This is an optimization exercise on Yosys and OpenROAD, whose aim is small area and a short achievable clock period, not a production implementation.
RTL that was checked went through simulation tests only; none was proved equivalent to the original.
For runs 3 to 7, only the layout was checked, not whether the RTL still works.
Power and IR drop assume default switching activity.

[flow/design.v]
`timescale 1ns/1ns
module sobel_conv_top (
  input  logic        clk_main_a0,
  input  logic        rst_main_n_sync,
  input  logic        awvalid,
  input  logic [31:0] awaddr,
  output logic        awready,
  input  logic        wvalid,
  input  logic [31:0] wdata,
  output logic        wready,
  output logic        bvalid,
  output logic [1:0]  bresp,
  input  logic        bready,
  input  logic        arvalid,
  input  logic [31:0] araddr,
  output logic        arready,
  output logic        rvalid,
  output logic [31:0] rdata,
  output logic [1:0]  rresp,
  input  logic        rready,
  input  logic [15:0] vdip,
  output logic [15:0] vled
);
  logic rst_n;
  assign rst_n = rst_main_n_sync;
  logic       w_wait;
  logic [3:0] w_code;     
  logic       aw_hs, w_hs;
  assign awready = ~(w_wait | bvalid);
  assign wready  = w_wait & wvalid;
  assign bresp   = 2'b00;
  assign aw_hs   = awvalid & awready;
  assign w_hs    = wready;
  function automatic logic [3:0] wr_code(input logic [31:0] a);
    logic low_ok;
    low_ok = (a[31:7] == 25'd0) && (a[1:0] == 2'b00);
    if (low_ok && !a[6] && (a[5:2] == 4'd0 || a[5:2] == 4'd4 || a[5:2] == 4'd5 ||
        a[5:2] == 4'd6 || a[5:2] == 4'd7 || a[5:2] == 4'd9 || a[5:2] == 4'd10 ||
        a[5:2] == 4'd11 || a[5:2] == 4'd12))
      wr_code = a[5:2];
    else if (low_ok && a[6:2] == 5'b10000)
      wr_code = 4'd1;
    else
      wr_code = 4'd2;
  endfunction
  always_ff @(posedge clk_main_a0) begin
    if (!rst_n) begin
      w_wait <= 1'b0;
      bvalid <= 1'b0;
    end else begin
      if (w_wait) w_wait <= ~wvalid;
      else        w_wait <= aw_hs;
      if (bvalid) bvalid <= ~bready;
      else        bvalid <= w_hs;
    end
  end
  always_ff @(posedge clk_main_a0) begin
    if (aw_hs) w_code <= wr_code(awaddr);
  end
  logic [11:0] p0, p2, n6, n8;
  logic [10:0] p1, p3, n5, n7;
  logic        mode_nz;
  logic [15:0] scratch;
  logic [15:0] wd;
  logic [11:0] wdn;
  assign wd  = wdata[15:0] & {16{rst_n}};
  assign wdn = ~wd[11:0];
  logic we_p0, we_p1, we_p2, we_p3, we_p5, we_p6, we_p7, we_p8, we_mode, we_scr;
  assign we_scr  = ~rst_n | (w_hs && w_code == 4'd0);
  assign we_mode = ~rst_n | (w_hs && w_code == 4'd1);
  assign we_p0   = ~rst_n | (w_hs && w_code == 4'd4);
  assign we_p1   = ~rst_n | (w_hs && w_code == 4'd5);
  assign we_p2   = ~rst_n | (w_hs && w_code == 4'd6);
  assign we_p3   = ~rst_n | (w_hs && w_code == 4'd7);
  assign we_p5   = ~rst_n | (w_hs && w_code == 4'd9);
  assign we_p6   = ~rst_n | (w_hs && w_code == 4'd10);
  assign we_p7   = ~rst_n | (w_hs && w_code == 4'd11);
  assign we_p8   = ~rst_n | (w_hs && w_code == 4'd12);
  always_ff @(posedge clk_main_a0) begin
    if (we_scr)  scratch <= wd;
    if (we_mode) mode_nz <= rst_n & (|wdata);
    if (we_p0)   p0 <= wd[11:0];
    if (we_p1)   p1 <= wd[10:0];
    if (we_p2)   p2 <= wd[11:0];
    if (we_p3)   p3 <= wd[10:0];
    if (we_p5)   n5 <= wdn[10:0];
    if (we_p6)   n6 <= wdn[11:0];
    if (we_p7)   n7 <= wdn[10:0];
    if (we_p8)   n8 <= wdn[11:0];
  end
  logic [11:0] m, x, ny;
  logic [10:0] u, nv;
  assign m  = {12{~mode_nz}};
  assign x  = p2 ^ m;
  assign ny = n6 ^ m;
  assign u  = mode_nz ? p1 : p3;
  assign nv = mode_nz ? n7 : n5;
  logic [11:0] a0, a1, a2, a3, a4, a5;
  logic [11:0] s1, c1, s2, c2, s3, c3, s4, c4;
  logic [11:0] c1s, c2s, c3s, c4s;
  assign a0 = p0;
  assign a1 = n8;
  assign a2 = x;
  assign a3 = ny;
  assign a4 = {u, 1'b0};
  assign a5 = {nv, 1'b0};
  assign c1s = {c1[10:0], 1'b1};
  assign c2s = {c2[10:0], 1'b1};
  assign c3s = {c3[10:0], 1'b1};
  assign c4s = {c4[10:0], 1'b1};
  sobel_fa u_fa1_0 (.a(a0[0]), .b(a1[0]), .c(a2[0]), .s(s1[0]), .co(c1[0]));
  assign s2[0] = a3[0];
  assign c2[0] = 1'b0;
  assign s3[0] = ~(s1[0] ^ s2[0]);
  assign c3[0] = s1[0] | s2[0];
  assign s4[0] = s3[0];
  assign c4[0] = 1'b1;
  for (genvar i = 1; i < 11; i++) begin : g_csa
    sobel_fa u_fa1 (.a(a0[i]), .b(a1[i]),  .c(a2[i]),  .s(s1[i]), .co(c1[i]));
    sobel_fa u_fa2 (.a(a3[i]), .b(a4[i]),  .c(a5[i]),  .s(s2[i]), .co(c2[i]));
    sobel_fa u_fa3 (.a(s1[i]), .b(s2[i]),  .c(c1s[i]), .s(s3[i]), .co(c3[i]));
    if (i == 1) begin : g_ha
      assign s4[i] = s3[i] ^ c3s[i];
      assign c4[i] = s3[i] & c3s[i];
    end else begin : g_fa
      sobel_fa u_fa4 (.a(s3[i]), .b(c2s[i]), .c(c3s[i]), .s(s4[i]), .co(c4[i]));
    end
  end
  assign s1[11] = a0[11] ^ a1[11] ^ a2[11];
  assign s2[11] = a3[11] ^ a4[11] ^ a5[11];
  assign s3[11] = s1[11] ^ s2[11] ^ c1s[11];
  assign s4[11] = s3[11] ^ c2s[11] ^ c3s[11];
  assign c1[11] = 1'b0;
  assign c2[11] = 1'b0;
  assign c3[11] = 1'b0;
  assign c4[11] = 1'b0;
  logic [11:0] res_p;
  logic [10:0] res_g;
  assign res_p = s4 ^ c4s;
  assign res_g = s4[10:0] & c4s[10:0];
  logic        rd_pend, rd_res;
  logic        ar_hs;
  logic        r_dead;      
  logic [15:0] r_p;
  logic [10:0] r_g;
  assign arready = ~(rd_pend | rvalid);
  assign ar_hs   = arvalid & arready;
  assign rresp   = 2'b00;
  logic ar_is0, ar_is4;
  assign ar_is0 = (araddr == 32'h0);
  assign ar_is4 = (araddr == 32'h4);
  always_ff @(posedge clk_main_a0) begin
    if (!rst_n) begin
      rd_pend <= 1'b0;
      rvalid  <= 1'b0;
    end else begin
      rd_pend <= ar_hs;
      if (rvalid) rvalid <= ~rready;
      else        rvalid <= rd_pend;
    end
  end
  always_ff @(posedge clk_main_a0) begin
    rd_res <= ar_hs & ar_is0;
    if (ar_hs) begin
      r_dead <= ~(ar_is0 | ar_is4);
      r_p    <= ar_is4 ? scratch : 16'hBEEF;
      r_g    <= '0;
    end else if (rd_res) begin
      r_p    <= {4'b0, res_p};
      r_g    <= res_g;
    end
  end
  logic [11:0] gg [0:4];
  logic [11:0] pp [0:4];
  logic [11:0] cy;
  always_comb begin
    for (int i = 0; i < 12; i++) begin
      gg[0][i] = (i == 11) ? 1'b0 : r_g[i];
      pp[0][i] = r_p[i];
    end
    for (int l = 0; l < 4; l++) begin
      for (int i = 0; i < 12; i++) begin
        if ((i >> l) & 1) begin
          gg[l+1][i] = gg[l][i] | (pp[l][i] & gg[l][((i >> l) << l) - 1]);
          pp[l+1][i] = pp[l][i] & pp[l][((i >> l) << l) - 1];
        end else begin
          gg[l+1][i] = gg[l][i];
          pp[l+1][i] = pp[l][i];
        end
      end
    end
    cy[0] = 1'b0;
    for (int i = 1; i < 12; i++) cy[i] = gg[4][i-1];
  end
  logic [11:0] sum_lo;
  assign sum_lo = r_p[11:0] ^ cy;
  assign rdata = {r_dead ? 16'hDEAD : 16'h0000, r_p[15:12], sum_lo};
  logic [15:0] dip_meta, led_pre;
  always_ff @(posedge clk_main_a0) begin
    dip_meta <= vdip;
    led_pre  <= scratch & dip_meta & {16{rst_n}};
    vled     <= led_pre & {16{rst_n}};
  end
endmodule
module sobel_fa (
  input  logic a,
  input  logic b,
  input  logic c,
  output logic s,
  output logic co
);
  assign s  = a ^ b ^ c;
  assign co = (a & b) | (a & c) | (b & c);
endmodule
[flow/flow/run.sh]
#!/bin/bash
# The standard layout (standard.sh, unchanged synthesis and steps) with two
# placement/CTS options changed:
#  - port buffers are sky130_fd_sc_hd__buf_1 instead of the default pick
#  - clock tree built from clkbuf_4/clkbuf_8 without dummy loads
set -o pipefail
export BUFFER_PORTS_ARGS="-buffer_cell sky130_fd_sc_hd__buf_1"
export CTS_ARGS="-sink_clustering_enable -repair_clock_nets -dont_use_dummy_load -sink_clustering_size 24 -sink_clustering_max_diameter 60 -buf_list {sky130_fd_sc_hd__clkbuf_8}"
bash standard.sh > standard.log 2>&1
status=$?
cp -r orfs/logs orfs_logs 2>/dev/null
exit $status
[flow/standard.sh]
#!/bin/bash
# synth_recipe.tcl (not shown) runs the flow's synth.tcl, then flattens the netlist and writes it again
# the make line also repeats each setting of config.mk as NAME=value (left out here)
make -C /OpenROAD-flow-scripts/flow DESIGN_CONFIG=/design/flow/config.mk WORK_HOME=/design/flow/orfs CLKGATE_MAP_FILE= SYNTH_SCRIPT=/design/flow/synth_recipe.tcl "${@:-finish}"
[flow/config.mk]
export PLATFORM = sky130hd
export DESIGN_NAME = sobel_conv_top
export DESIGN_NICKNAME = sobel_conv_top
export VERILOG_FILES = /design/flow/design.v
export SDC_FILE = /design/flow/constraint.sdc
export NUM_CORES = 4
export LEC_CHECK = 0
export CAP_MARGIN = 20
export CORE_MARGIN = 2
export CORE_UTILIZATION = 40
export SETUP_SLACK_MARGIN = 3.75
export SLEW_MARGIN = 20
export SYNTH_HIERARCHICAL = 1
[flow/constraint.sdc]
create_clock -name core_clock -period 7.0 [get_ports {clk_main_a0}]
set_input_delay 1.4000 -clock core_clock [delete_from_list [all_inputs] [get_ports {clk_main_a0}]]
set_output_delay 1.4000 -clock core_clock [all_outputs]
set_load 0.01 [all_outputs]
==> flow_summary_export.csv, run 1 <==
group,metric,value,unit
critical_path,worst-endpoint-arrival,2.04,ns
global_routing,grt_pass1_vias,5241,
global_routing,grt_pass1_wl,27490,um
synth,synth_edf_count,130,
routing,drc,0,
clock_network,cts_tree,"yes",
sta,final-hold-violation-count,0,
finish,multi_input_area,3009,um^2
sta,setup_violations,0,
sta,max_freq,290.8,MHz
synth,ys.flop_type,"edfxtp_1",
sta,fin_crit,3.439,ns
sta,slew_viol_final,0,
global_routing,overflow,0,
synth,synth_area,8332,um^2
clock_network,clk-insertion-delay-late,0.47,ns
critical_path,cp.depth,9,
place,place_congestion,0.7929,
clock_network,cts.path.max_buffers,2,
global_routing,antenna_found_initial,0,
routing,firstDrtPassIters,6,
synth,synth-adder-area-share,0.1186,
routing,ant_nets,0,
routing,drtIter0Drc,264,
power,vdd_ir_drop_max,0.0001192,V
sta,setup_tns,0,ns
critical_path,cp_data_required_time,5.60,ns
place,dp_hpwl,13030,um
finish,drive_gt1_frac,0.1466,
floorplan,start_util,0.4091,
floorplan,die_area,22000,um^2
sta,slew_headroom,0.3051,
power,power.total,2.518,mW
critical_path,cp-end-kind,"primary output",
floorplan,fp-row-count,52,
power,power_density,257.8,nW/um^2
routing,wl_per_cell,17.62,um
clock_network,clkTransAtPathRegs,0.10,ns
routing,routed_wl,18220,um
synth,synthSimpleGateAreaFrac,0.1078,
finish,antenna_cells,0,
floorplan,coreArea,20360,um^2
synth,yosysUniqueCellTypes,44,
finish,fin_nets,940,
synth,synthCells,594,
clock_network,cts.htree.levels,4,
sta,finClkSkew,0.02926,ns
critical_path,cp_top_family,"flip-flops",
finish,area_growth,17.21,%
hold_path,min_path_cells,1,
finish,seqCellArea,5185,um^2
sta,rsz0062_at_grt,"yes",
routing,num_vias,5010,
synth,avgSynthCellArea,14.03,um^2
clock_network,postCtsHoldBufs,0,
floorplan,io_pins,176,
critical_path,crit_chain,"ha_2, o21ai_4, nand2_2, a31oi_4, inv_2, ha_4, nor2_2, xnor2_1, buf_2",
synth,synth_top_family_by_area,"adder cells",
critical_path,start_kind,"flop",
critical_path,critPathMaxStageDelay,0.39,ns
critical_path,reg2reg_depth,11,
synth,synth-seq-cells,194,
sta,worst_pin_slew,1.042,ns
routing,vias_per_cell,4.845,
floorplan,die_y,148.3,um
synth,synthXorXnorAreaFrac,0.04310,
place,io_buffer_count,166,
critical_path,critPathSlowestCell,"edfxtp_1",
global_routing,grt_max_degree,64,
finish,nFillCells,1796,
clock_network,cts_buffers,17,
clock_network,cts-root-buf,"clkbuf_8",
critical_path,path_class,"reg2out",
synth,yosys_warnings,9,
power,p_leak,3.565,nW
flow_run,cap_violations,0,
sta,period_share,0.4913,
critical_path,crit_path_max_fanout,3,
floorplan,dieWidth,148.3,um
synth,synth_mux_area_frac,0.04025,
hold_path,hold_path_class,"reg2reg",
global_routing,track_usage,0.1674,
synth,async_reset_ff_frac,0,
critical_path,path_buf_inv,2,
synth,synth_compound_area_frac,0.02613,
synth,ys_seq_area_frac,0.6223,
clock_network,clock-sinks,194,
status,status,"no timing/DRC/antenna violations",
[report_power, final]
group / total (mW) / leakage (nW) / internal [mW] / switching, mW
Sequential: 1.37 / 1.77 / 1.32 / 0.0486
Clock: 0.541 / 0.122 / 0.215 / 0.326
Combinational: 0.607 / 1.67 / 0.287 / 0.320
Total: 2.52 / 3.57 / 1.82 / 0.694
[state kept, by name (all words and copies together) (netlist names), 4 cells and up]
register	flops
n8	12
r_p	16
r_g	11
dip_meta	16
p3	11
n6	12
p1	11
p0	12
led_pre	16
p2	12
vled	16
w_code	4
n7	11
n5	11
scratch	16
[modules after synthesis (local to each module, per instance)]
module          cells  times used
sobel_conv_top    554           1
sobel_fa            1          40
[synth_stat cells, drive strengths merged (2+ instances only)]
cell type / number / share of area
ha: 15 / 0.023
nor4: 21 / 0.017
fa: 40 / 0.096
o21ai: 19 / 0.012
o31ai: 2 / 0.0018
a21oi: 8 / 0.0048
nand2b: 6 / 0.0045
nor2: 41 / 0.018
nand2: 36 / 0.016
nor3: 10 / 0.0084
xor2: 6 / 0.0063
and2: 22 / 0.017
edfxtp: 130 / 0.47
or2: 2 / 0.0015
clkbuf: 14 / 0.0063
nand4: 5 / 0.0038
and3: 19 / 0.014
or3: 2 / 0.0015
xnor2: 35 / 0.037
mux2: 20 / 0.027
a31oi: 2 / 0.0015
inv: 22 / 0.0099
buf: 28 / 0.025
dfxtp: 64 / 0.15
nand3: 2 / 0.0012
o21a: 2 / 0.0018
mux2i: 11 / 0.013
[final timing paths]
path / slack [ns] / endpoint / startpoint
worst min register to register: 0.44 / vled[10]$_DFF_P_ / led_pre[10]$_DFF_P_
worst max-delay path: 3.56 / rdata[9] / r_p[1]$_DFFE_PP_
worst min-delay path: 0.44 / vled[10]$_DFF_P_ / led_pre[10]$_DFF_P_
worst max register to register: 3.68 / r_p[11]$_DFFE_PP_ / mode_nz$_DFFE_PP_
[cell families (layout without fill, tap and decap cells)]
family                     Yosys count  in the layout
adders and majority gates           55             55
DFF                                194            194
other                                1              9
buffers and inverters               64            226
AOI/OAI and AO/OA                   37             37
xor gates and xnor gates            41             41
and+or+nand+nor                    171            171
muxes                               31             31
[worst reg2reg max path: stages (launching register included)]
cell and delay, ns:
edfxtp_1 0.42, buf_12 0.17, buf_4 0.14, mux2_2 0.28, fa_1 0.53, fa_1 0.43, fa_2 0.37, xnor2_2 0.15
xnor2_2 0.15, xnor2_1 0.18, xnor2_1 0.14, a21oi_1 0.10
[cell type report]
type,instances,share of cell area
Clock buffer,17,0.02396
Inverter,22,0.008456
Multi-Input combinational cell,344,0.3081
Sequential cell,194,0.5309
Tap cell,270,0.03459
Timing Repair Buffer,187,0.09391
[timing repair]
item	in CTS	in global routing
gates cloned	1	1
endpoints found under the setup margin	31	22
pin swaps	20	27
setup buffers	5	3
resized for setup	43	17
[cells in the final DEF, fill, tap and decap left out, drive strengths merged]
cell type and instances:
nor2 41, o31ai 2, clkbuf 21, nor4bb 1
nor4 21, inv 22, a211oi 1, nand4 5
o21ai 19, ha 15, and2 22, nor2b 1
o221ai 1, a31o 1, nand3 2, o21a 2
xnor2 35, nor3 10, bufbuf 1, a21oi 8
nand2 36, nand3b 1, xor2 6, buf 182
nor4b 1, nand2b 6, mux2i 11, or3 2
a31oi 2, and4 1, or2 2, mux2 20
a21o 1, fa 40, dfxtp 64, conb 9
edfxtp 130, and3 19
[stage by stage]
stage	util	setup slack, ns	cells	hold slack [ns]	instance area [um^2]
2_1_floorplan	-	3.550	602	0.4119	8372
3_3_place_gp	0.4493	2.953	1007	0.4157	9150
3_5_place_dp	0.4493	2.885	1007	0.4191	9150
4_1_cts	0.4739	3.509	1030	0.4380	9652
5_1_grt	0.4795	3.416	1034	0.4626	9766
6_report	0.4795	3.561	1034	0.4359	9766
[metal layers]
metal / routed length (um) / track usage / vias to the layer above
li1: - / - / 2375
met1: 7200 / 0.2030 / 2429
met2: 9445 / 0.2940 / 176
met3: 1107 / 0.03466 / 30
met4: 461 / 0.06429 / 0
met5: 0 / 0 / -
==> inputs of run 2 (changes only) <==
==> flow/flow/run.sh (replaced) <==
#!/bin/bash
# The standard layout (standard.sh, unchanged synthesis and steps) with two
# placement/CTS options changed:
#  - port buffers are sky130_fd_sc_hd__buf_1 instead of the default pick
#  - clock tree built from clkbuf_4/clkbuf_8 without dummy loads
set -o pipefail
export BUFFER_PORTS_ARGS="-buffer_cell sky130_fd_sc_hd__buf_1"
export CTS_ARGS="-sink_clustering_enable -repair_clock_nets -dont_use_dummy_load -buf_list {sky130_fd_sc_hd__clkbuf_4 sky130_fd_sc_hd__clkbuf_8}"
bash standard.sh > standard.log 2>&1
status=$?
cp -r orfs/logs orfs_logs 2>/dev/null
exit $status
--- a/flow/config.mk
+++ b/flow/config.mk
@@ -8,6 +8,6 @@
 export CAP_MARGIN = 20
 export CORE_MARGIN = 2
 export CORE_UTILIZATION = 40
-export SETUP_SLACK_MARGIN = 3.75
+export SETUP_SLACK_MARGIN = 3.6
 export SLEW_MARGIN = 20
 export SYNTH_HIERARCHICAL = 1
==> run 2 against run 1 <==
Compared with the run above:
- still clean on timing, DRC and antenna
- die area is the same
- wire length down 1.0%
- synthesized area unchanged
- combinational power is about 10% lower
- synthesized cell count stayed put
- count of clock-buffer cells in the layout unchanged
- critical path type unchanged
- largest cell class unchanged
==> flow_summary_export.csv, run 2 <==
group,metric,value,unit
synth,synth_largest_area_cell,"edfxtp_1",
sta,fin_crit,3.387,ns
sta,final-hold-violation-count,0,
routing,drtIter0Drc,284,
routing,vias_per_cell,4.827,
critical_path,rr_startpoint,"mode_nz$_DFFE_PP_",
critical_path,crit_chain,"ha_4, o21ai_4, nand2_2, a31oi_4, inv_2, ha_4, nor2_4, xnor2_1, buf_2",
power,vdd_ir_drop_max,0.0001219,V
critical_path,crit_path_max_fanout,2,
floorplan,die_area,22000,um^2
sta,slew_viol_final,0,
synth,synth_top_cell_area_share,0.4685,
power,p_sw_frac,0.2726,
sta,rsz0062_at_grt,"yes",
finish,final_cell_mix,"buf_1, edfxtp_1, dfxtp_1",
status,status,"no timing/DRC/antenna violations",
synth,synth-seq-cells,194,
clock_network,postCtsHoldBufs,0,
sta,max_freq,295.3,MHz
synth,synthMostInstantiatedCell,"edfxtp_1",
power,power.total,2.453,mW
sta,whs,0.4369,ns
synth,yosys_warnings,9,
hold_path,hold_path_class,"reg2reg",
power,combinationalPowerShare,0.223,
clock_network,cts.path.max_buffers,2,
critical_path,crit_top_cell,"ha_4",
sta,finClkSkew,0.03338,ns
routing,wl_per_cell,17.49,um
clock_network,cts_buffers,17,
routing,routed_wl,18030,um
routing,firstDrtPassIters,4,
floorplan,start_util,0.4091,
place,place_congestion,0.7775,
finish,fin_nets,937,
critical_path,cp_data_required_time,5.60,ns
synth,avgSynthCellArea,14.03,um^2
finish,area_growth,15.23,%
hold_path,worst_hold_startpoint,"led_pre[15]$_DFF_P_",
hold_path,min_to,"vled[15]$_DFF_P_",
clock_network,clkTransAtPathRegs,0.08,ns
finish,seqCellArea,5185,um^2
global_routing,overflow,0,
place,io_buffer_count,166,
finish,antenna_cells,0,
place,dp_hpwl,12950,um
critical_path,worst-endpoint-arrival,1.99,ns
critical_path,reg2reg_depth,10,
routing,drc,0,
critical_path,critPathMaxStageDelay,0.41,ns
hold_path,min_path_cells,1,
finish,final_common_cell,"buf_1",
critical_path,rrSetupSlack,3.65,ns
critical_path,r2r_end,"r_p[11]$_DFFE_PP_",
sta,setup_tns,0,ns
floorplan,io_pins,176,
floorplan,coreArea,20360,um^2
critical_path,cp_top_family,"flip-flops",
sta,slew_headroom,0.3250,
clock_network,cts_tree,"yes",
synth,synth_edf_count,130,
synth,ys.flop_type,"edfxtp_1",
synth,synth_top_cells_by_count,"edfxtp_1, dfxtp_1, nor2_1",
routing,ant_nets,0,
flow_run,cap_violations,0,
critical_path,cp-end-kind,"primary output",
global_routing,grt_use_met3,0.02945,
routing,num_vias,4977,
floorplan,dieWidth,148.3,um
floorplan,fp-row-count,52,
sta,setup_violations,0,
power,switchingPower,0.6686,mW
finish,multi_input_area,2940,um^2
global_routing,grt_pass1_wl,26470,um
global_routing,grt_pass1_vias,5073,
synth,async_reset_ff_frac,0,
critical_path,path_buf_inv,2,
power,power_density,255.5,nW/um^2
finish,nFillCells,1834,
critical_path,start_kind,"flop",
critical_path,path_class,"reg2out",
global_routing,use_met2,0.2780,
power,p_int,1.784,mW
power,p_leak,3.469,nW
synth,synthCells,594,
sta,period_share,0.4838,
synth,ys_seq_area_frac,0.6223,
global_routing,busiest_layer,"met2",
synth,yosysUniqueCellTypes,44,
power,p_seq_frac,0.558,
clock_network,clk-insertion-delay-late,0.46,ns
global_routing,gr-usage-met1,0.1994,
global_routing,grt_max_degree,64,
clock_network,cts-root-buf,"clkbuf_8",
critical_path,critPathSlowestCell,"edfxtp_1",
power,pwr-share-clk,0.219,
global_routing,track_usage,0.1608,
sta,worst_pin_slew,1.002,ns
synth,ys_top_cells_by_area,"edfxtp_1, dfxtp_1, fa_1",
finish,drive_gt1_frac,0.1130,
synth,synth_area,8332,um^2
floorplan,die_y,148.3,um
clock_network,cts.htree.levels,4,
clock_network,clock-sinks,194,
global_routing,antenna_found_initial,0,
## run 2: changes by cell type in the layout (fill, tap and decap cells not counted), sizes merged
cell,change
clkbuf,-1
buf,-1
bufbuf,-1
## run 2: per-stage QoR
| step | cells | utilization | setup WS (ns) | cell area, um^2 |
|---|---|---|---|---|
| 2_1_floorplan | 602 | - | 3.538 | 8369 |
| 3_3_place_gp | 1008 | 0.4497 | 3.325 | 9158 |
| 3_5_place_dp | 1008 | 0.4497 | 3.287 | 9158 |
| 4_1_cts | 1026 | 0.4638 | 3.506 | 9445 |
| 5_1_grt | 1031 | 0.4714 | 3.483 | 9600 |
| 6_report | 1031 | 0.4714 | 3.613 | 9600 |
## run 2: cell families (layout without fill, tap and decap cells)
| logic type | count (synthesis) | after routing | synth area share |
|---|---|---|---|
| flip-flops | 194 | 194 | 0.6223 |
| AO/OA/AOI/OAI | 37 | 37 | 0.02613 |
| other | 1 | 9 | 0.0004501 |
| adder cells (fa/ha/maj) | 55 | 55 | 0.1186 |
| multiplexers | 31 | 31 | 0.04025 |
| buffers and inverters | 64 | 223 | 0.04130 |
| AND/OR/NAND/NOR | 171 | 171 | 0.1078 |
| XOR/XNOR | 41 | 41 | 0.04310 |
## run 2: power by group through the flow
| stage | Sequential (mW) | Clock, mW | Combinational (mW) |
|---|---|---|---|
| floorplan | 1.37 | 0 | 0.375 |
| global placement | 1.39 | 0 | 0.527 |
| detailed placement | 1.39 | 0 | 0.534 |
| global route | 1.38 | 0.596 | 0.629 |
| finish | 1.37 | 0.538 | 0.546 |
| CTS | 1.37 | 0.558 | 0.545 |
## run 2: layout make-up
cell class / instances / area share
sequential: 194 / 0.5401
tap: 270 / 0.03519
timing repair buffer: 184 / 0.08549
multi-input combinational: 344 / 0.3063
inverter: 22 / 0.008602
clock buffer: 17 / 0.02437
## run 2: worst max-delay path by stage
stage,startpoint,to,cells after the start
CTS,mode_nz$_DFFE_PP_,r_p[11]$_DFFE_PP_,10
global placement,mode_nz$_DFFE_PP_,r_p[11]$_DFFE_PP_,10
global route,mode_nz$_DFFE_PP_,r_p[11]$_DFFE_PP_,10
finish,r_p[1]$_DFFE_PP_,rdata[9],9
floorplan,mode_nz$_DFFE_PP_,r_p[11]$_DFFE_PP_,11
detailed placement,mode_nz$_DFFE_PP_,r_p[11]$_DFFE_PP_,10
## run 2: per-layer routing
layer | share of wire | wire length, um
met1 | 0.43 | 7670
met2 | 0.51 | 9174
met3 | 0.048 | 866
met4 | 0.018 | 321
met5 | 0 | 0
## run 2: Yosys stat by module (local to each module, per instance)
module / flip-flops and latches / area (um^2) / copies in the design
sobel_conv_top: 194 / 7531 / 1
sobel_fa: 0 / 20.02 / 40
## run 2: what timing repair did
item                       in CTS  in global routing
setup endpoints to repair      20                  8
gates resized for setup        16                 15
gates cloned                    0                  3
setup buffers                   1                  2
pin swaps                       0                  5
==> inputs of run 3 (changes only) <==
--- a/flow/design.v
+++ b/flow/design.v
@@ -59,7 +59,7 @@
   end
   logic [11:0] p0, p2, n6, n8;
   logic [10:0] p1, p3, n5, n7;
-  logic        mode_nz;
+  logic        mode_nz, mode_z;    
   logic [15:0] scratch;
   logic [15:0] wd;
   logic [11:0] wdn;
@@ -79,6 +79,7 @@
   always_ff @(posedge clk_main_a0) begin
     if (we_scr)  scratch <= wd;
     if (we_mode) mode_nz <= rst_n & (|wdata);
+    if (we_mode) mode_z  <= ~(rst_n & (|wdata));
     if (we_p0)   p0 <= wd[11:0];
     if (we_p1)   p1 <= wd[10:0];
     if (we_p2)   p2 <= wd[11:0];
@@ -90,7 +91,7 @@
   end
   logic [11:0] m, x, ny;
   logic [10:0] u, nv;
-  assign m  = {12{~mode_nz}};
+  assign m  = {12{mode_z}};
   assign x  = p2 ^ m;
   assign ny = n6 ^ m;
   assign u  = mode_nz ? p1 : p3;
@@ -136,7 +137,10 @@
   assign c4[11] = 1'b0;
   logic [11:0] res_p;
   logic [10:0] res_g;
-  assign res_p = s4 ^ c4s;
+  logic t11a, t11b;
+  assign t11a = (a0[11] ^ a1[11]) ^ (a2[11] ^ a3[11]) ^ (a4[11] ^ a5[11]);
+  assign t11b = t11a ^ c1[10] ^ c2[10];
+  assign res_p = {(t11b ^ c3[10]) ^ c4[10], s4[10:0] ^ c4s[10:0]};
   assign res_g = s4[10:0] & c4s[10:0];
   logic        rd_pend, rd_res;
   logic        ar_hs;
@@ -195,11 +199,11 @@
   logic [11:0] sum_lo;
   assign sum_lo = r_p[11:0] ^ cy;
   assign rdata = {r_dead ? 16'hDEAD : 16'h0000, r_p[15:12], sum_lo};
-  logic [15:0] dip_meta, led_pre;
+  logic [15:0] dip_meta, led_pre_n;    
   always_ff @(posedge clk_main_a0) begin
     dip_meta <= vdip;
-    led_pre  <= scratch & dip_meta & {16{rst_n}};
-    vled     <= led_pre & {16{rst_n}};
+    led_pre_n <= ~(scratch & dip_meta & {16{rst_n}});
+    vled      <= ~led_pre_n & {16{rst_n}};
   end
 endmodule
 module sobel_fa (
--- a/flow/config.mk
+++ b/flow/config.mk
@@ -8,6 +8,6 @@
 export CAP_MARGIN = 20
 export CORE_MARGIN = 2
 export CORE_UTILIZATION = 40
-export SETUP_SLACK_MARGIN = 3.6
+export SETUP_SLACK_MARGIN = 3.75
 export SLEW_MARGIN = 20
 export SYNTH_HIERARCHICAL = 1
==> run 3 against run 2 <==
Compared with the run above:
- utilization rose by 0.12 points
- clock power about the same
- critical path depth shrank 1
- die area rose by 0.14%
- cell count grew 0.58%
- wire length decreased by 2.4%
- first-iteration DRC count decreased by 8.8%
- maximum frequency shrank 8.2%
- power rose by 1.0%
- setup slack lost 0.30 ns
- clock skew increased by 0.0020 ns
- sequential cell count rose by 1
- critical endpoint is now rdata[10]
- largest cell class unchanged
==> flow_summary_export.csv, run 3 <==
group,metric,value,unit
sta,setup_tns,0,ns
sta,max_freq,271.1,MHz
critical_path,crit_path_max_fanout,4,
place,place_area,9184,um^2
synth,synthCells,596,
critical_path,cp_data_required_time,5.60,ns
global_routing,track_usage,0.1646,
clock_network,clk-insertion-delay-late,0.46,ns
finish,area_growth,15.35,%
sta,worst_pin_slew,1.116,ns
finish,drive_gt1_frac,0.1278,
routing,drtIter0Drc,259,
routing,vias_per_cell,4.846,
synth,ys_top_cells_by_area,"edfxtp_1, dfxtp_1, fa_1",
critical_path,worst-endpoint-arrival,2.29,ns
sta,fin_ws,3.311,ns
sta,slew_viol_final,0,
synth,synth_edf_count,131,
hold_path,hold_path_class,"reg2reg",
synth,ys_seq_area_frac,0.6250,
floorplan,die_area,22030,um^2
place,dp_hpwl,12930,um
place,place_congestion,0.8302,
finish,fin_nets,943,
synth,avgSynthCellArea,14.00,um^2
routing,drc,0,
finish,multi_input_area,2920,um^2
critical_path,crit_chain,"ha_2, o211ai_1, a21boi_2, a211o_1, buf_4, a21oi_2, xnor2_1, buf_2",
global_routing,grt_pass1_vias,5145,
finish,final_common_cell,"buf_1",
clock_network,cts.path.max_buffers,2,
flow_run,cap_violations,0,
power,power_density,257.5,nW/um^2
global_routing,grt_max_degree,64,
clock_network,cts-root-buf,"clkbuf_8",
synth,ys.flop_type,"edfxtp_1",
synth,synthMostInstantiatedCell,"edfxtp_1",
power,vdd_ir_drop_max,0.0001127,V
routing,ant_nets,0,
routing,num_vias,5025,
routing,routed_wl,17610,um
critical_path,cp-end-kind,"primary output",
sta,final-hold-violation-count,0,
synth,synth_top_cells_by_count,"edfxtp_1, dfxtp_1, nor2_1",
power,power.total,2.478,mW
floorplan,fp-row-count,52,
clock_network,clock-sinks,195,
clock_network,cts.htree.levels,4,
synth,synth_top_cell_area_share,0.4714,
place,place_ws,3.139,ns
finish,final_cell_mix,"buf_1, edfxtp_1, dfxtp_1",
clock_network,cts_buffers,17,
floorplan,coreArea,20360,um^2
status,status,"no timing/DRC/antenna violations",
critical_path,critPathSlowestCell,"edfxtp_1",
floorplan,io_pins,176,
global_routing,antenna_found_initial,0,
critical_path,path_class,"reg2out",
sta,rsz0062_at_grt,"yes",
global_routing,grt_pass1_wl,26720,um
synth,synth_area,8344,um^2
clock_network,clkTransAtPathRegs,0.09,ns
synth,synth_largest_area_cell,"edfxtp_1",
finish,post-route-util,0.4727,
routing,wl_per_cell,16.98,um
finish,finalInstanceArea,9625,um^2
floorplan,start_util,0.4097,
finish,nFillCells,1830,
synth,synth-seq-cells,195,
sta,slew_headroom,0.2563,
synth,async_reset_ff_frac,0,
sta,period_share,0.5269,
floorplan,die_y,148.4,um
finish,seqCellArea,5215,um^2
sta,fin_crit,3.689,ns
clock_network,cts_tree,"yes",
global_routing,overflow,0,
clock_network,postCtsHoldBufs,0,
place,io_buffer_count,166,
critical_path,critPathMaxStageDelay,0.39,ns
synth,yosys_warnings,9,
sta,setup_violations,0,
floorplan,dieWidth,148.4,um
critical_path,start_kind,"flop",
finish,antenna_cells,0,
sta,finClkSkew,0.03533,ns
power,p_leak,3.453,nW
synth,yosysUniqueCellTypes,45,
routing,firstDrtPassIters,4,
-- run 3: cell types whose count changed in the layout (fill, tap and decap cells not counted), sizes merged, moves of 2 or more --
cell | before | now
nor2b | 1 | 17
nor2 | 41 | 43
xor2 | 6 | 25
nand2 | 36 | 33
and3 | 19 | 3
and2 | 22 | 7
buf | 181 | 185
nand3 | 2 | 16
xnor2 | 35 | 15
-- run 3: path summary, 6_finish.rpt --
path / from / to / slack (ns) / cells past startpoint
setup / recovery: r_p[1]$_DFFE_PP_ / rdata[10] / 3.31 / 8
hold / removal: led_pre_n[10]$_DFF_P_ / vled[10]$_DFF_P_ / 0.37 / 1
setup reg to reg: mode_nz$_DFFE_PP_ / r_p[8]$_DFFE_PP_ / 3.85 / 9
hold reg to reg: led_pre_n[10]$_DFF_P_ / vled[10]$_DFF_P_ / 0.37 / 1
-- run 3: per-module statistics from Yosys (local to each module, per instance) --
module | area, um^2 | flip-flops and latches | times used | cells inside
sobel_fa | 20.02 | 0 | 40 | 1
sobel_conv_top | 7543 | 195 | 1 | 556
-- run 3: final cells by class --
class                           count  area share
Tap cell                          270     0.03510
Multi-Input combinational cell    345      0.3034
Sequential cell                   195      0.5418
Inverter                           22    0.008579
Clock buffer                       17     0.02431
Timing Repair Buffer              188     0.08683
-- run 3: per-stage QoR --
stage	hold WS, ns	std cells
after CTS	0.3740	1037
after global placement	0.3716	1009
after detailed placement	0.3734	1009
after floorplan	0.3674	604
final	0.3700	1037
after global routing	0.3983	1037
-- run 3: kinds of logic (layout without fill, tap and decap cells) --
logic type      Yosys count  in the layout  synth area share
other cells               1              9         0.0004494
fa+ha+maj                55             55            0.1185
mux                      31             31           0.04019
flops                   195            195            0.6250
compound gates           41             41           0.02939
simple gates            169            169            0.1048
xor+xnor                 40             40           0.04199
buf+inv                  64            227           0.03974
-- run 3: worst max-delay path: cells and delay by family (launching register included) --
kind	cells	cell delay [ns]
flip-flops	1	0.39
buffers and inverters	2	0.31
XOR/XNOR	1	0.14
adder cells (fa/ha/maj)	1	0.19
AO/OA/AOI/OAI	4	0.83
-- run 3: routing by layer --
metal  wire length, um  share of wire  global-route usage  up-vias
li1                  -              -                   -     2389
met1              6978           0.40              0.1932     2434
met2              9178           0.52              0.2965      187
met3              1201          0.068             0.03650       15
met4               249          0.014             0.05952        0
met5                 0              0                   0        -
-- run 3: timing repair --
item,4_1_cts,5_1_grt
gates resized for setup,24,17
endpoints found under the setup margin,28,19
pin swaps,10,27
setup buffers,11,0
-- run 3: power by group --
| group | total, mW | switching (mW) | internal [mW] |
|---|---|---|---|
| logic | 0.559 | 0.296 | 0.262 |
| clock network | 0.541 | 0.325 | 0.215 |
| registers | 1.38 | 0.0498 | 1.33 |
| total | 2.48 | 0.672 | 1.81 |
==> inputs of run 4 (changes only) <==
--- a/flow/design.v
+++ b/flow/design.v
@@ -180,7 +180,7 @@
   always_comb begin
     for (int i = 0; i < 12; i++) begin
       gg[0][i] = (i == 11) ? 1'b0 : r_g[i];
-      pp[0][i] = r_p[i];
+      pp[0][i] = (i == 11) ? r_p[i] : (r_p[i] | r_g[i]);
     end
     for (int l = 0; l < 4; l++) begin
       for (int i = 0; i < 12; i++) begin
--- a/flow/config.mk
+++ b/flow/config.mk
@@ -8,6 +8,6 @@
 export CAP_MARGIN = 20
 export CORE_MARGIN = 2
 export CORE_UTILIZATION = 40
-export SETUP_SLACK_MARGIN = 3.75
+export SETUP_SLACK_MARGIN = 3.85
 export SLEW_MARGIN = 20
 export SYNTH_HIERARCHICAL = 1
==> run 4 against run 3 <==
Compared with the run above:
- still clean on timing, DRC and antenna
- setup slack improved by 0.22 ns
- sequential share of layout area down 0.95 points
- global-route usage rose by 0.087 points
- sequential cell count unchanged
- hold slack better by 0.0090 ns
- register-to-register slack worse by 0.07 ns
- cell count up 1.4%
- critical path type unchanged
- critical endpoint is now rdata[9]
==> flow_summary_export.csv, run 4 <==
group,metric,value,unit
hold_path,min_to,"vled[1]$_DFF_P_",
synth,ys_top_cells_by_area,"edfxtp_1, dfxtp_1, fa_1",
synth,yosysUniqueCellTypes,44,
status,status,"no timing/DRC/antenna violations",
global_routing,track_usage,0.1655,
sta,fin_ws,3.536,ns
global_routing,antenna_found_initial,0,
clock_network,postCtsHoldBufs,0,
sta,finClkSkew,0.02732,ns
critical_path,rr_startpoint,"mode_nz$_DFFE_PP_",
sta,period_share,0.4949,
critical_path,worst-endpoint-arrival,2.06,ns
sta,final-hold-violation-count,0,
power,p_leak,3.508,nW
clock_network,clk-insertion-delay-late,0.46,ns
floorplan,die_area,22120,um^2
sta,fin_crit,3.464,ns
critical_path,cp_data_required_time,5.60,ns
routing,vias_per_cell,4.843,
critical_path,cp-end-kind,"primary output",
global_routing,grt_pass1_vias,5167,
place,io_buffer_count,166,
sta,slew_headroom,0.3360,
synth,synthMostInstantiatedCell,"edfxtp_1",
synth,synth_mux_area_frac,0.04003,
finish,area_growth,17.01,%
synth,synthCells,606,
flow_run,cap_violations,0,
synth,synthSimpleGateAreaFrac,0.1011,
synth,ys.flop_type,"edfxtp_1",
routing,drtIter0Drc,276,
finish,final_common_cell,"buf_1",
synth,async_reset_ff_frac,0,
clock_network,clkTransAtPathRegs,0.10,ns
hold_path,min_path_cells,1,
floorplan,io_pins,176,
floorplan,dieWidth,148.7,um
global_routing,overflow,0,
synth,yosys_warnings,9,
critical_path,crit_path_max_fanout,2,
synth,synth-adder-area-share,0.1120,
critical_path,path_buf_inv,1,
routing,routed-wl-met2,9218,um
synth,ys_seq_area_frac,0.6226,
floorplan,fp-row-count,52,
clock_network,cts-root-buf,"clkbuf_8",
routing,met1_length,7342,um
power,vdd_ir_drop_max,0.0001194,V
synth,synth_area,8377,um^2
critical_path,critPathMaxStageDelay,0.39,ns
critical_path,path_class,"reg2out",
sta,slew_viol_final,0,
routing,ant_nets,0,
sta,rsz0062_at_grt,"yes",
finish,final_cell_mix,"buf_1, edfxtp_1, dfxtp_1",
routing,firstDrtPassIters,6,
synth,synth_top_cell_area_share,0.4696,
sta,setup_violations,0,
finish,fin_nets,954,
critical_path,reg2reg_depth,10,
critical_path,cp_top_family,"compound AO/OA/AOI/OAI gates",
power,combinationalPowerShare,0.228,
global_routing,grt_pass1_wl,27030,um
finish,drive_gt1_frac,0.1355,
synth,synth_top_family_by_area,"adder cells",
clock_network,cts_buffers,17,
clock_network,clock-sinks,195,
power,p_sw_frac,0.2717,
floorplan,coreArea,20360,um^2
sta,worst_pin_slew,0.9960,ns
power,power_density,253.2,nW/um^2
routing,top_layer_used,"met4",
synth,synth-seq-cells,195,
floorplan,die_y,148.7,um
global_routing,grt_max_degree,64,
routing,wl_met3,1111,um
synth,synthXorXnorAreaFrac,0.04496,
place,place_congestion,0.8064,
critical_path,start_kind,"flop",
power,p_int,1.808,mW
synth,avgSynthCellArea,13.82,um^2
hold_path,hold_path_class,"reg2reg",
place,place_ws,3.211,ns
synth,synth_compound_area_frac,0.03465,
routing,drc,0,
synth,synth_largest_area_cell,"edfxtp_1",
finish,nFillCells,1791,
floorplan,start_util,0.4113,
hold_path,worst_hold_startpoint,"led_pre_n[1]$_DFF_P_",
power,switchingPower,0.6744,mW
synth,synth_top_cells_by_count,"edfxtp_1, dfxtp_1, nand2_1, nor2_1, fa_1",
power,p_seq_frac,0.554,
sta,setup_tns,0,ns
sta,max_freq,288.7,MHz
finish,antenna_cells,0,
critical_path,rrSetupSlack,3.78,ns
clock_network,cts.path.max_buffers,2,
routing,routed_wl,18190,um
place,dp_hpwl,12950,um
critical_path,r2r_end,"r_p[11]$_DFFE_PP_",
clock_network,cts_tree,"yes",
critical_path,crit_chain,"a21o_1, a2111oi_4, a211oi_1, a211oi_2, xnor2_1, buf_2",
routing,num_vias,5095,
power,pwr-share-clk,0.218,
critical_path,critPathSlowestCell,"edfxtp_1",
clock_network,cts.htree.levels,4,
routing,wl_per_cell,17.29,um
synth,synth_edf_count,131,
## run 4: layout make-up
| type | instances | area (um^2) | area share |
|---|---|---|---|
| inverters | 23 | 86.33 | 0.008808 |
| clock buffers | 17 | 234.0 | 0.02387 |
| well taps | 270 | 337.8 | 0.03447 |
| multi-input cells | 350 | 2978 | 0.3038 |
| flip-flops and latches | 195 | 5218 | 0.5323 |
| repair buffers | 197 | 948.4 | 0.09676 |
## run 4: worst max-delay path by stage
| stage | startpoint | endpoint | cells past startpoint |
|---|---|---|---|
| final | r_p[3]$_DFFE_PP_ | rdata[9] | 6 |
| after global routing | r_p[3]$_DFFE_PP_ | rdata[9] | 6 |
| after detailed placement | mode_nz$_DFFE_PP_ | r_p[11]$_DFFE_PP_ | 9 |
| after global placement | mode_nz$_DFFE_PP_ | r_p[11]$_DFFE_PP_ | 9 |
| after floorplan | mode_nz$_DFFE_PP_ | r_p[11]$_DFFE_PP_ | 10 |
| after CTS | r_p[3]$_DFFE_PP_ | rdata[9] | 6 |
## run 4: cell families after synthesis
group | Yosys count
adders and majority gates | 51
and+or+nand+nor | 170
AOI/OAI and AO/OA | 46
muxes | 31
buffers and inverters | 69
xor gates and xnor gates | 43
DFF | 195
other | 1
## run 4: Yosys stat by module, one instance, submodules excluded
module          times used  cells
sobel_conv_top           1    566
sobel_fa                40      1
## run 4: stage by stage
stage / instance area [um^2] / hold WS [ns] / utilization / power, mW / instances
floorplan: 8449 / 0.3674 / - / 1.758 / 614
global placement: 9184 / 0.3697 / 0.4510 / 1.919 / 1014
detailed placement: 9184 / 0.3752 / 0.4510 / 1.933 / 1014
CTS: 9562 / 0.3791 / 0.4695 / 2.481 / 1042
global route: 9802 / 0.3826 / 0.4813 / 2.626 / 1052
finish: 9802 / 0.3790 / 0.4813 / 2.482 / 1052
## run 4: per-layer routing
| metal | global-route usage | vias up |
|---|---|---|
| li1 | - | 2422 |
| met1 | 0.1968 | 2444 |
| met2 | 0.2903 | 201 |
| met3 | 0.03528 | 28 |
| met4 | 0.07190 | 0 |
| met5 | 0 | - |
## run 4: power groups by stage
stage	Clock [mW]	Combinational [mW]	Sequential, mW
CTS	0.560	0.547	1.37
global route	0.599	0.644	1.38
global placement	0	0.518	1.40
floorplan	0	0.376	1.38
detailed placement	0	0.529	1.40
finish	0.541	0.567	1.37
## run 4: worst reg2reg max path, cell delays in order, from the launching register on
cell,delay [ns]
edfxtp_1,0.39
buf_6,0.16
mux2_2,0.36
fa_1,0.53
fa_1,0.44
fa_2,0.37
xnor2_2,0.15
xnor2_1,0.19
xnor2_1,0.16
xnor2_1,0.14
a21oi_1,0.08
## run 4: timing repair
| action | in CTS | in global routing |
|---|---|---|
| buffers inserted | 11 | 8 |
| gates cloned | 0 | 2 |
| pin swaps | 12 | 37 |
| gates resized for setup | 23 | 28 |
| setup endpoints to repair | 30 | 20 |
==> inputs of run 5 (changes only) <==
--- a/flow/config.mk
+++ b/flow/config.mk
@@ -8,6 +8,6 @@
 export CAP_MARGIN = 20
 export CORE_MARGIN = 2
 export CORE_UTILIZATION = 40
-export SETUP_SLACK_MARGIN = 3.85
+export SETUP_SLACK_MARGIN = 3.6
 export SLEW_MARGIN = 20
 export SYNTH_HIERARCHICAL = 1
==> run 5 against run 4 <==
Compared with the run above:
- still clean
- synthesized area stayed put
- maximum frequency barely moved
- count of clock-buffer cells in the layout unchanged
- sequential share of layout area increased by 1.5 points
- first-iteration DRC count fell by 14%
- cell area shrank 2.7%
==> flow_summary_export.csv, run 5 <==
group,metric,value,unit
status,status,"no timing/DRC/antenna violations",
synth,synth_top_cells_by_count,"edfxtp_1, dfxtp_1, nand2_1, nor2_1, fa_1",
sta,worst_pin_slew,0.9948,ns
clock_network,clock-sinks,195,
synth,ys_top_cells_by_area,"edfxtp_1, dfxtp_1, fa_1",
critical_path,worst-endpoint-arrival,2.06,ns
routing,drtIter0Drc,238,
sta,max_freq,289.0,MHz
synth,synth-seq-cells,195,
clock_network,cts.path.max_buffers,2,
synth,yosysUniqueCellTypes,44,
synth,async_reset_ff_frac,0,
critical_path,crit_path_max_fanout,2,
power,power_density,258.3,nW/um^2
clock_network,cts_tree,"yes",
flow_run,cap_violations,0,
global_routing,grt_pass1_wl,28150,um
finish,fin_nets,942,
synth,avgSynthCellArea,13.82,um^2
synth,synth_area,8377,um^2
routing,drc,0,
global_routing,antenna_found_initial,0,
synth,synth_largest_area_cell,"edfxtp_1",
critical_path,cp-end-kind,"primary output",
synth,synth_top_cell_area_share,0.4696,
power,p_sw_frac,0.2729,
clock_network,postCtsHoldBufs,0,
global_routing,grt_max_degree,64,
sta,finClkSkew,0.03095,ns
hold_path,hold_path_class,"reg2reg",
clock_network,clkTransAtPathRegs,0.09,ns
clock_network,cts_buffers,17,
floorplan,dieWidth,148.7,um
power,p_leak,3.390,nW
power,p_int,1.790,mW
sta,setup_violations,0,
sta,slew_headroom,0.3368,
sta,final-hold-violation-count,0,
power,p_seq_frac,0.558,
routing,firstDrtPassIters,5,
global_routing,grt_pass1_vias,5336,
sta,slew_viol_final,0,
power,pwr-share-clk,0.220,
sta,period_share,0.4944,
routing,wl_per_cell,17.54,um
global_routing,overflow,0,
routing,routed_wl,18250,um
floorplan,coreArea,20360,um^2
place,place_area,9186,um^2
power,combinationalPowerShare,0.222,
place,io_buffer_count,166,
sta,setup_tns,0,ns
power,switchingPower,0.6721,mW
finish,drive_gt1_frac,0.09351,
finish,area_growth,13.82,%
critical_path,path_class,"reg2out",
clock_network,cts.htree.levels,4,
global_routing,track_usage,0.1705,
sta,fin_crit,3.461,ns
finish,final_cell_mix,"buf_1, edfxtp_1, dfxtp_1",
routing,vias_per_cell,4.881,
routing,num_vias,5076,
floorplan,io_pins,176,
synth,synth_edf_count,131,
synth,synthMostInstantiatedCell,"edfxtp_1",
critical_path,cp_data_required_time,5.60,ns
synth,ys_seq_area_frac,0.6226,
critical_path,start_kind,"flop",
floorplan,die_area,22120,um^2
synth,yosys_warnings,9,
finish,antenna_cells,0,
critical_path,reg2reg_depth,10,
clock_network,clk-insertion-delay-late,0.46,ns
synth,synthCells,606,
finish,final_common_cell,"buf_1",
place,place_congestion,0.8673,
floorplan,fp-row-count,52,
floorplan,start_util,0.4113,
synth,ys.flop_type,"edfxtp_1",
power,vdd_ir_drop_max,0.0001134,V
place,dp_hpwl,13500,um
routing,ant_nets,0,
hold_path,min_path_cells,1,
finish,finalInstanceArea,9534,um^2
clock_network,cts-root-buf,"clkbuf_8",
floorplan,die_y,148.7,um
sta,rsz0062_at_grt,"yes",
run 5: changes by cell type in the layout (fill, tap and decap cells not counted), moves of 3 or more:
cell    delta
buf_1      +6
buf_6      -6
buf_2      -5
buf_4      -5
xor2_1     +5
fa_1       +4
fa_2       -4
mux2_2     +4
mux2_4     -4
xor2_2     -3
run 5: final cells by class:
class / count / area (um^2)
clock buffers: 17 / 234.0
fillers: 1821 / 10830
inverters: 23 / 86.33
multi-input cells: 350 / 2880
flip-flops and latches: 195 / 5215
well taps: 270 / 337.8
repair buffers: 185 / 780.7
run 5: logic make-up after synthesis:
| group | share of synthesized area |
|---|---|
| flip-flops | 0.6226 |
| buffers and inverters | 0.04421 |
| XOR/XNOR | 0.04496 |
| multiplexers | 0.04003 |
| AO/OA/AOI/OAI | 0.03465 |
| other | 0.0004477 |
| adder cells (fa/ha/maj) | 0.1120 |
| AND/OR/NAND/NOR | 0.1011 |
run 5: layer usage:
layer / GRT usage / part of all wire / vias up
li1: - / - / 2404
met1: 0.2065 / 0.41 / 2467
met2: 0.3097 / 0.52 / 192
met3: 0.03865 / 0.059 / 13
met4: 0.04048 / 0.011 / 0
met5: 0 / 0 / -
run 5: critical path, stage by stage (launching register included):
cell and delay [ns]:
edfxtp_1 0.40, a21o_1 0.21, a2111oi_4 0.35, a211oi_1 0.14, a211oi_2 0.24, xnor2_1 0.14, buf_2 0.15
run 5: power groups by stage:
stage	combinational (mW)	clock, mW	sequential, mW
after floorplan	0.369	0	1.38
after global placement	0.513	0	1.40
after detailed placement	0.524	0	1.40
after CTS	0.540	0.559	1.37
after global routing	0.631	0.604	1.38
final	0.546	0.543	1.37
run 5: worst paths after layout:
path	from	to	slack, ns
hold / removal	led_pre_n[14]$_DFF_P_	vled[14]$_DFF_P_	0.38
setup reg to reg	mode_nz$_DFFE_PP_	r_p[11]$_DFFE_PP_	3.75
hold reg to reg	led_pre_n[14]$_DFF_P_	vled[14]$_DFF_P_	0.38
setup / recovery	r_p[3]$_DFFE_PP_	rdata[9]	3.54
run 5: what timing repair did:
item / in CTS / in global routing
buffers inserted: 8 / 0
pin swaps: 3 / 1
cloned: 0 / 0
setup endpoints to repair: 25 / 7
gates resized for setup: 4 / 8
run 5: metrics by stage:
step	power (mW)	utilization	setup WS (ns)	hold slack, ns	instances
2_1_floorplan	1.751	-	3.607	0.3674	614
3_3_place_gp	1.914	0.4505	3.176	0.3684	1014
3_5_place_dp	1.927	0.4511	3.126	0.3743	1015
4_1_cts	2.473	0.4666	3.509	0.3765	1040
5_1_grt	2.617	0.4682	3.359	0.3974	1040
6_report	2.462	0.4682	3.539	0.3753	1040
run 5: Yosys stat by module, one instance, submodules excluded:
module | flops+latches | area, um^2
sobel_conv_top | 195 | 7576
sobel_fa | 0 | 20.02
==> inputs of run 6 (changes only) <==
--- a/flow/design.v
+++ b/flow/design.v
@@ -58,7 +58,7 @@
     if (aw_hs) w_code <= wr_code(awaddr);
   end
   logic [11:0] p0, p2, n6, n8;
-  logic [10:0] p1, p3, n5, n7;
+  logic [10:0] n1, n3, p5, p7;
   logic        mode_nz, mode_z;    
   logic [15:0] scratch;
   logic [15:0] wd;
@@ -81,12 +81,12 @@
     if (we_mode) mode_nz <= rst_n & (|wdata);
     if (we_mode) mode_z  <= ~(rst_n & (|wdata));
     if (we_p0)   p0 <= wd[11:0];
-    if (we_p1)   p1 <= wd[10:0];
+    if (we_p1)   n1 <= wdn[10:0];
     if (we_p2)   p2 <= wd[11:0];
-    if (we_p3)   p3 <= wd[10:0];
-    if (we_p5)   n5 <= wdn[10:0];
+    if (we_p3)   n3 <= wdn[10:0];
+    if (we_p5)   p5 <= wd[10:0];
     if (we_p6)   n6 <= wdn[11:0];
-    if (we_p7)   n7 <= wdn[10:0];
+    if (we_p7)   p7 <= wd[10:0];
     if (we_p8)   n8 <= wdn[11:0];
   end
   logic [11:0] m, x, ny;
@@ -94,8 +94,8 @@
   assign m  = {12{mode_z}};
   assign x  = p2 ^ m;
   assign ny = n6 ^ m;
-  assign u  = mode_nz ? p1 : p3;
-  assign nv = mode_nz ? n7 : n5;
+  assign u  = ~(mode_nz ? n1 : n3);
+  assign nv = ~(mode_nz ? p7 : p5);
   logic [11:0] a0, a1, a2, a3, a4, a5;
   logic [11:0] s1, c1, s2, c2, s3, c3, s4, c4;
   logic [11:0] c1s, c2s, c3s, c4s;
--- a/flow/config.mk
+++ b/flow/config.mk
@@ -8,6 +8,6 @@
 export CAP_MARGIN = 20
 export CORE_MARGIN = 2
 export CORE_UTILIZATION = 40
-export SETUP_SLACK_MARGIN = 3.6
+export SETUP_SLACK_MARGIN = 3.5
 export SLEW_MARGIN = 20
 export SYNTH_HIERARCHICAL = 1
==> run 6 against run 5 <==
Compared with the run above:
- still clean
- die area down 0.25%
- synthesized area down 0.25%
- clock power down 0.7%
- critical path type unchanged
- critical endpoint unchanged
==> flow_summary_export.csv, run 6 <==
group,metric,value,unit
status,status,"no timing/DRC/antenna violations",
synth,async_reset_ff_frac,0,
global_routing,grt_pass1_vias,5286,
synth,synth_area,8356,um^2
routing,routed_wl,17740,um
finish,nFillCells,1840,
global_routing,grt_max_degree,64,
sta,slew_viol_final,0,
finish,finalInstanceArea,9459,um^2
place,place_congestion,0.8774,
sta,slew_headroom,0.3311,
global_routing,track_usage,0.1646,
synth,ys.flop_type,"edfxtp_1",
synth,synthCells,607,
routing,num_vias,4989,
finish,antenna_cells,0,
floorplan,start_util,0.4103,
critical_path,rrSetupSlack,3.66,ns
routing,vias_per_cell,4.806,
critical_path,critPathSlowestCell,"a2111oi_4",
place,io_buffer_count,166,
synth,avgSynthCellArea,13.77,um^2
floorplan,dieWidth,148.5,um
finish,fin_nets,940,
synth,synth_top_cells_by_count,"edfxtp_1, dfxtp_1, nand2_1, nor2_1, fa_1",
finish,drive_gt1_frac,0.05990,
synth,ys_top_cells_by_area,"edfxtp_1, dfxtp_1, fa_1",
critical_path,path_class,"reg2out",
critical_path,cp-end-kind,"primary output",
synth,yosys_warnings,9,
routing,ant_nets,0,
sta,worst_pin_slew,1.003,ns
global_routing,overflow,0,
clock_network,clock-sinks,195,
clock_network,cts_buffers,17,
routing,drc,0,
critical_path,crit_top_cell,"a211oi_2",
sta,period_share,0.4942,
finish,post-route-util,0.4645,
place,place_ws,3.259,ns
synth,synth-seq-cells,195,
clock_network,cts_tree,"yes",
sta,fin_ws,3.541,ns
sta,rsz0062_at_grt,"yes",
routing,firstDrtPassIters,4,
clock_network,clkTransAtPathRegs,0.10,ns
power,p_leak,3.410,nW
sta,final-hold-violation-count,0,
clock_network,clk-insertion-delay-late,0.47,ns
sta,setup_tns,0,ns
floorplan,die_area,22060,um^2
synth,synth_largest_area_cell,"edfxtp_1",
place,dp_hpwl,13420,um
critical_path,crit_path_max_fanout,2,
critical_path,worst-endpoint-arrival,2.06,ns
power,vdd_ir_drop_max,0.0001114,V
sta,max_freq,289.1,MHz
routing,drtIter0Drc,239,
finish,final_cell_mix,"buf_1, edfxtp_1, dfxtp_1",
floorplan,coreArea,20360,um^2
hold_path,hold_path_class,"reg2reg",
synth,synth_top_cell_area_share,0.4708,
sta,fin_crit,3.459,ns
floorplan,fp-row-count,52,
critical_path,crit_chain,"a21o_1, a2111oi_4, a211oi_2, a211oi_2, xnor2_1, buf_2",
global_routing,grt_pass1_wl,27040,um
global_routing,antenna_found_initial,0,
sta,finClkSkew,0.03687,ns
critical_path,start_kind,"flop",
synth,synthMostInstantiatedCell,"edfxtp_1",
clock_network,cts-root-buf,"clkbuf_8",
place,place_area,9149,um^2
synth,yosysUniqueCellTypes,43,
clock_network,cts.path.max_buffers,2,
clock_network,cts.htree.levels,4,
synth,synth_edf_count,131,
power,power.total,2.440,mW
finish,area_growth,13.21,%
routing,wl_per_cell,17.09,um
flow_run,cap_violations,0,
critical_path,critPathMaxStageDelay,0.42,ns
synth,ys_seq_area_frac,0.6241,
sta,setup_violations,0,
finish,final_common_cell,"buf_1",
floorplan,io_pins,176,
clock_network,postCtsHoldBufs,0,
power,power_density,257.9,nW/um^2
floorplan,die_y,148.5,um
critical_path,cp_data_required_time,5.60,ns
==> run 6: stage by stage <==
stage / hold WS, ns / instances
2_1_floorplan: 0.3674 / 615
3_3_place_gp: 0.3699 / 1014
3_5_place_dp: 0.3727 / 1014
4_1_cts: 0.3823 / 1036
5_1_grt: 0.3906 / 1038
6_report: 0.3779 / 1038
==> run 6: where the power goes <==
part	internal, mW	total [mW]	switching, mW
combinational	0.235	0.527	0.292
sequential	1.33	1.37	0.0471
clock	0.215	0.539	0.324
==> run 6: path summary, 6_finish.rpt <==
| path | cells past startpoint | startpoint | end |
|---|---|---|---|
| worst max-delay path | 6 | r_p[3]$_DFFE_PP_ | rdata[9] |
| worst min-delay path | 1 | led_pre_n[0]$_DFF_P_ | vled[0]$_DFF_P_ |
| worst max register to register | 10 | mode_z$_DFFE_PP_ | r_p[11]$_DFFE_PP_ |
| worst min register to register | 1 | led_pre_n[0]$_DFF_P_ | vled[0]$_DFF_P_ |
==> run 6: worst max-delay path: cells and delay by family (launching register included) <==
family	cells	cell delay, ns
AO/OA/AOI/OAI	4	0.93
flip-flops	1	0.39
XOR/XNOR	1	0.14
buffers and inverters	1	0.15
==> run 6: layer usage <==
metal / part of all wire / track usage / wire (um)
met5: 0 / 0 / 0
met1: 0.40 / 0.1918 / 7154
met4: 0.019 / 0.05905 / 337
met3: 0.060 / 0.03221 / 1064
met2: 0.52 / 0.3016 / 9182
==> run 6: cell families after synthesis <==
| family | count (synthesis) | synth area share |
|---|---|---|
| xor gates and xnor gates | 43 | 0.04507 |
| and+or+nand+nor | 170 | 0.1014 |
| adders and majority gates | 51 | 0.1123 |
| muxes | 31 | 0.03714 |
| DFF | 195 | 0.6241 |
| AOI/OAI and AO/OA | 46 | 0.03474 |
| other | 1 | 0.0004488 |
| buffers and inverters | 70 | 0.04477 |
==> run 6: cell type report <==
cell class              count  area [um^2]  area share
flip-flops and latches    195         5215      0.5513
multi-input cells         350         2831      0.2993
repair buffers            183        754.5     0.07976
well taps                 270        337.8     0.03571
clock buffers              17        234.0     0.02474
inverters                  23        86.33    0.009127
==> run 6: per-module statistics from Yosys, one instance, submodules excluded <==
module,flip-flops and latches,cells,area (um^2),times used
sobel_conv_top,195,567,7555,1
sobel_fa,0,1,20.02,40
==> run 6: repair_timing <==
| action | CTS | global route |
|---|---|---|
| setup endpoints to repair | 11 | 5 |
| endpoints found under the hold margin | 0 | 0 |
| setup buffers | 5 | 2 |
| resized for setup | 3 | 4 |
| pin swaps | 1 | 8 |
==> inputs of run 7 (changes only) <==
--- a/flow/config.mk
+++ b/flow/config.mk
@@ -7,7 +7,7 @@
 export LEC_CHECK = 0
 export CAP_MARGIN = 20
 export CORE_MARGIN = 2
-export CORE_UTILIZATION = 40
+export CORE_UTILIZATION = 55
 export SETUP_SLACK_MARGIN = 3.5
 export SLEW_MARGIN = 20
 export SYNTH_HIERARCHICAL = 1
==> run 7 against run 6 <==
Compared with the run above:
- die area down 27%
- clock skew decreased by 0.0083 ns
- cell area fell by 1.1%
- synthesized area stayed put
- wire length fell by 5.1%
- cell count is 7.9% lower
- utilization increased by 16 points
- largest cell class unchanged
==> flow_summary_export.csv, run 7 <==
group,metric,value,unit
sta,fin_ws,3.562,ns
status,status,"no timing/DRC/antenna violations",
clock_network,cts.path.max_buffers,2,
synth,synthCells,607,
finish,area_growth,12.01,%
finish,fin_cells,956,
place,dp_hpwl,12220,um
critical_path,cp-end-kind,"primary output",
routing,ant_nets,0,
clock_network,clk-insertion-delay-late,0.46,ns
synth,yosysUniqueCellTypes,43,
clock_network,clkTransAtPathRegs,0.11,ns
global_routing,grt_pass1_vias,4884,
synth,ys_top_cells_by_area,"edfxtp_1, dfxtp_1, fa_1",
clock_network,cts_buffers,17,
synth,synth_edf_count,131,
critical_path,path_class,"reg2out",
global_routing,antenna_found_initial,0,
sta,period_share,0.4911,
power,vdd_ir_drop_max,0.0001558,V
finish,fin_nets,940,
floorplan,start_util,0.5558,
sta,fin_crit,3.438,ns
critical_path,r2r_end,"r_p[11]$_DFFE_PP_",
finish,antenna_cells,0,
routing,vias_per_cell,5.219,
floorplan,die_area,16190,um^2
finish,finalInstanceArea,9359,um^2
synth,synth_top_cell_area_share,0.4708,
synth,yosys_warnings,9,
critical_path,path_buf_inv,2,
global_routing,overflow,0,
critical_path,crit_chain,"a21oi_2, nand4b_1, buf_4, a21boi_1, o21ai_0, a31oi_1, buf_1",
power,power.total,2.442,mW
routing,routed_wl,16840,um
synth,synth_area,8356,um^2
power,p_leak,3.412,nW
clock_network,clock-sinks,195,
critical_path,worst-endpoint-arrival,2.04,ns
clock_network,cts_tree,"yes",
clock_network,cts.htree.levels,4,
critical_path,rr_startpoint,"mode_nz$_DFFE_PP_",
sta,slew_headroom,0.4059,
critical_path,reg2reg_depth,10,
finish,post-route-util,0.6226,
place,dp.cells,934,
synth,avgSynthCellArea,13.77,um^2
routing,drtIter0Drc,336,
sta,setup_tns,0,ns
floorplan,coreArea,15030,um^2
critical_path,cp_top_family,"compound AO/OA/AOI/OAI gates",
floorplan,io_pins,176,
finish,final_common_cell,"buf_1",
sta,max_freq,290.9,MHz
finish,final_cell_mix,"buf_1, edfxtp_1, dfxtp_1",
synth,ys.flop_type,"edfxtp_1",
power,power_density,260.9,nW/um^2
clock_network,cts-root-buf,"clkbuf_8",
place,io_buffer_count,166,
flow_run,cap_violations,0,
floorplan,fp-row-count,45,
critical_path,cp_data_required_time,5.60,ns
routing,wl_per_cell,17.62,um
place,place_congestion,0.7583,
synth,async_reset_ff_frac,0,
synth,synthMostInstantiatedCell,"edfxtp_1",
critical_path,start_kind,"flop",
sta,final-hold-violation-count,0,
sta,worst_pin_slew,0.8901,ns
sta,rsz0062_at_grt,"yes",
sta,finClkSkew,0.02855,ns
synth,synth-seq-cells,195,
sta,slew_viol_final,0,
sta,whs,0.3701,ns
place,place_ws,3.585,ns
synth,synth_largest_area_cell,"edfxtp_1",
synth,synth_top_cells_by_count,"edfxtp_1, dfxtp_1, nand2_1, nor2_1, fa_1",
hold_path,min_path_cells,1,
routing,num_vias,4989,
hold_path,min_to,"vled[2]$_DFF_P_",
global_routing,track_usage,0.2144,
global_routing,grt_pass1_wl,25640,um
critical_path,rrSetupSlack,3.69,ns
sta,setup_violations,0,
hold_path,hold_path_class,"reg2reg",
floorplan,die_y,127.3,um
routing,drc,0,
finish,drive_gt1_frac,0.05990,
critical_path,critPathMaxStageDelay,0.38,ns
critical_path,critPathSlowestCell,"edfxtp_1",
hold_path,worst_hold_startpoint,"led_pre_n[2]$_DFF_P_",
global_routing,grt_max_degree,64,
clock_network,postCtsHoldBufs,0,
critical_path,crit_path_max_fanout,3,
floorplan,dieWidth,127.3,um
place,place_area,9052,um^2
synth,ys_seq_area_frac,0.6241,
routing,firstDrtPassIters,5,
==> run 7: cell counts after synthesis <==
Identical to the previous run, type by type.
==> run 7: where the power goes <==
part	leakage, nW	switching, mW	internal [mW]
clock network	0.122	0.323	0.215
logic	1.50	0.293	0.238
registers	1.79	0.0469	1.33
total	3.41	0.663	1.78
==> run 7: worst register-to-register path, stage by stage, from the launching register on <==
cell	delay (ns)
edfxtp_1	0.36
buf_8	0.25
mux2i_1	0.30
fa_1	0.48
fa_1	0.50
fa_1	0.45
xnor2_1	0.15
xnor2_1	0.18
xnor2_1	0.15
xnor2_1	0.14
a21oi_1	0.08
==> run 7: worst max path at each step <==
stage	start	to	slack, ns	cells past startpoint
floorplan	mode_nz$_DFFE_PP_	r_p[11]$_DFFE_PP_	3.53	11
detailed placement	mode_nz$_DFFE_PP_	r_p[11]$_DFFE_PP_	3.58	10
CTS	r_p[1]$_DFFE_PP_	rdata[11]	3.48	6
finish	r_p[1]$_DFFE_PP_	rdata[7]	3.56	7
global placement	mode_nz$_DFFE_PP_	r_p[11]$_DFFE_PP_	3.68	10
global route	r_p[1]$_DFFE_PP_	rdata[7]	3.41	7
==> run 7: area by class of cell <==
class	instances	area [um^2]
clock buffers	17	234.0
well taps	188	235.2
repair buffers	183	765.7
inverters	23	86.33
flip-flops and latches	195	5215
multi-input cells	350	2823
fillers	1178	5674
==> run 7: logic make-up after synthesis <==
family / after synthesis / share of synthesized area
flops: 195 / 0.6241
simple gates: 170 / 0.1014
buf+inv: 70 / 0.04477
fa+ha+maj: 51 / 0.1123
compound gates: 46 / 0.03474
xor+xnor: 43 / 0.04507
mux: 31 / 0.03714
other cells: 1 / 0.0004488
==> run 7: per-module statistics from Yosys, one instance, submodules excluded <==
module,copies in the design,cell area [um^2],cells
sobel_conv_top,1,7555,567
sobel_fa,40,20.02,1
==> run 7: what timing repair did <==
action                     CTS  global route
setup endpoints to repair    2             6
setup buffers                1             4
pin swaps                    1             3
gates resized for setup      3             7
==> run 7: per-layer routing <==
metal  vias to the layer above  share of wire  GRT usage
li1                       2395              -          -
met1                      2456           0.43     0.2819
met2                       116           0.51     0.3605
met3                        22          0.038    0.04313
met4                         0          0.019    0.07369
met5                         -              0          0

re-timing with driven ports:
The flow's constraints put no driver on any port. The routed layouts listed below were extracted and timed again, unchanged, in two steps. Step 1 assumes that a clkbuf_16 drives the clock port and a buf_2 every other input. Step 2, shift: input delay + t, output delay - t, t = (earliest + latest rising clock arrival at the registers) / 2. This alone moves slack from input paths to output paths. Slacks: ideal ports / drivers / drivers and shift; pairs: ideal ports / drivers.
run	shift t [ns]	setup WS [ns]
run 1	0.494	3.561 / 3.523 / 3.641
run 2	0.486	3.613 / 3.576 / 3.520
run 3	0.488	3.311 / 3.271 / 3.594
run 4	0.485	3.536 / 3.499 / 3.591
run 5	0.476	3.539 / 3.504 / 3.633
run 6	0.487	3.541 / 3.503 / 3.600
run 7	0.481	3.562 / 3.526 / 3.695
After both steps setup and hold are still met in every run listed.
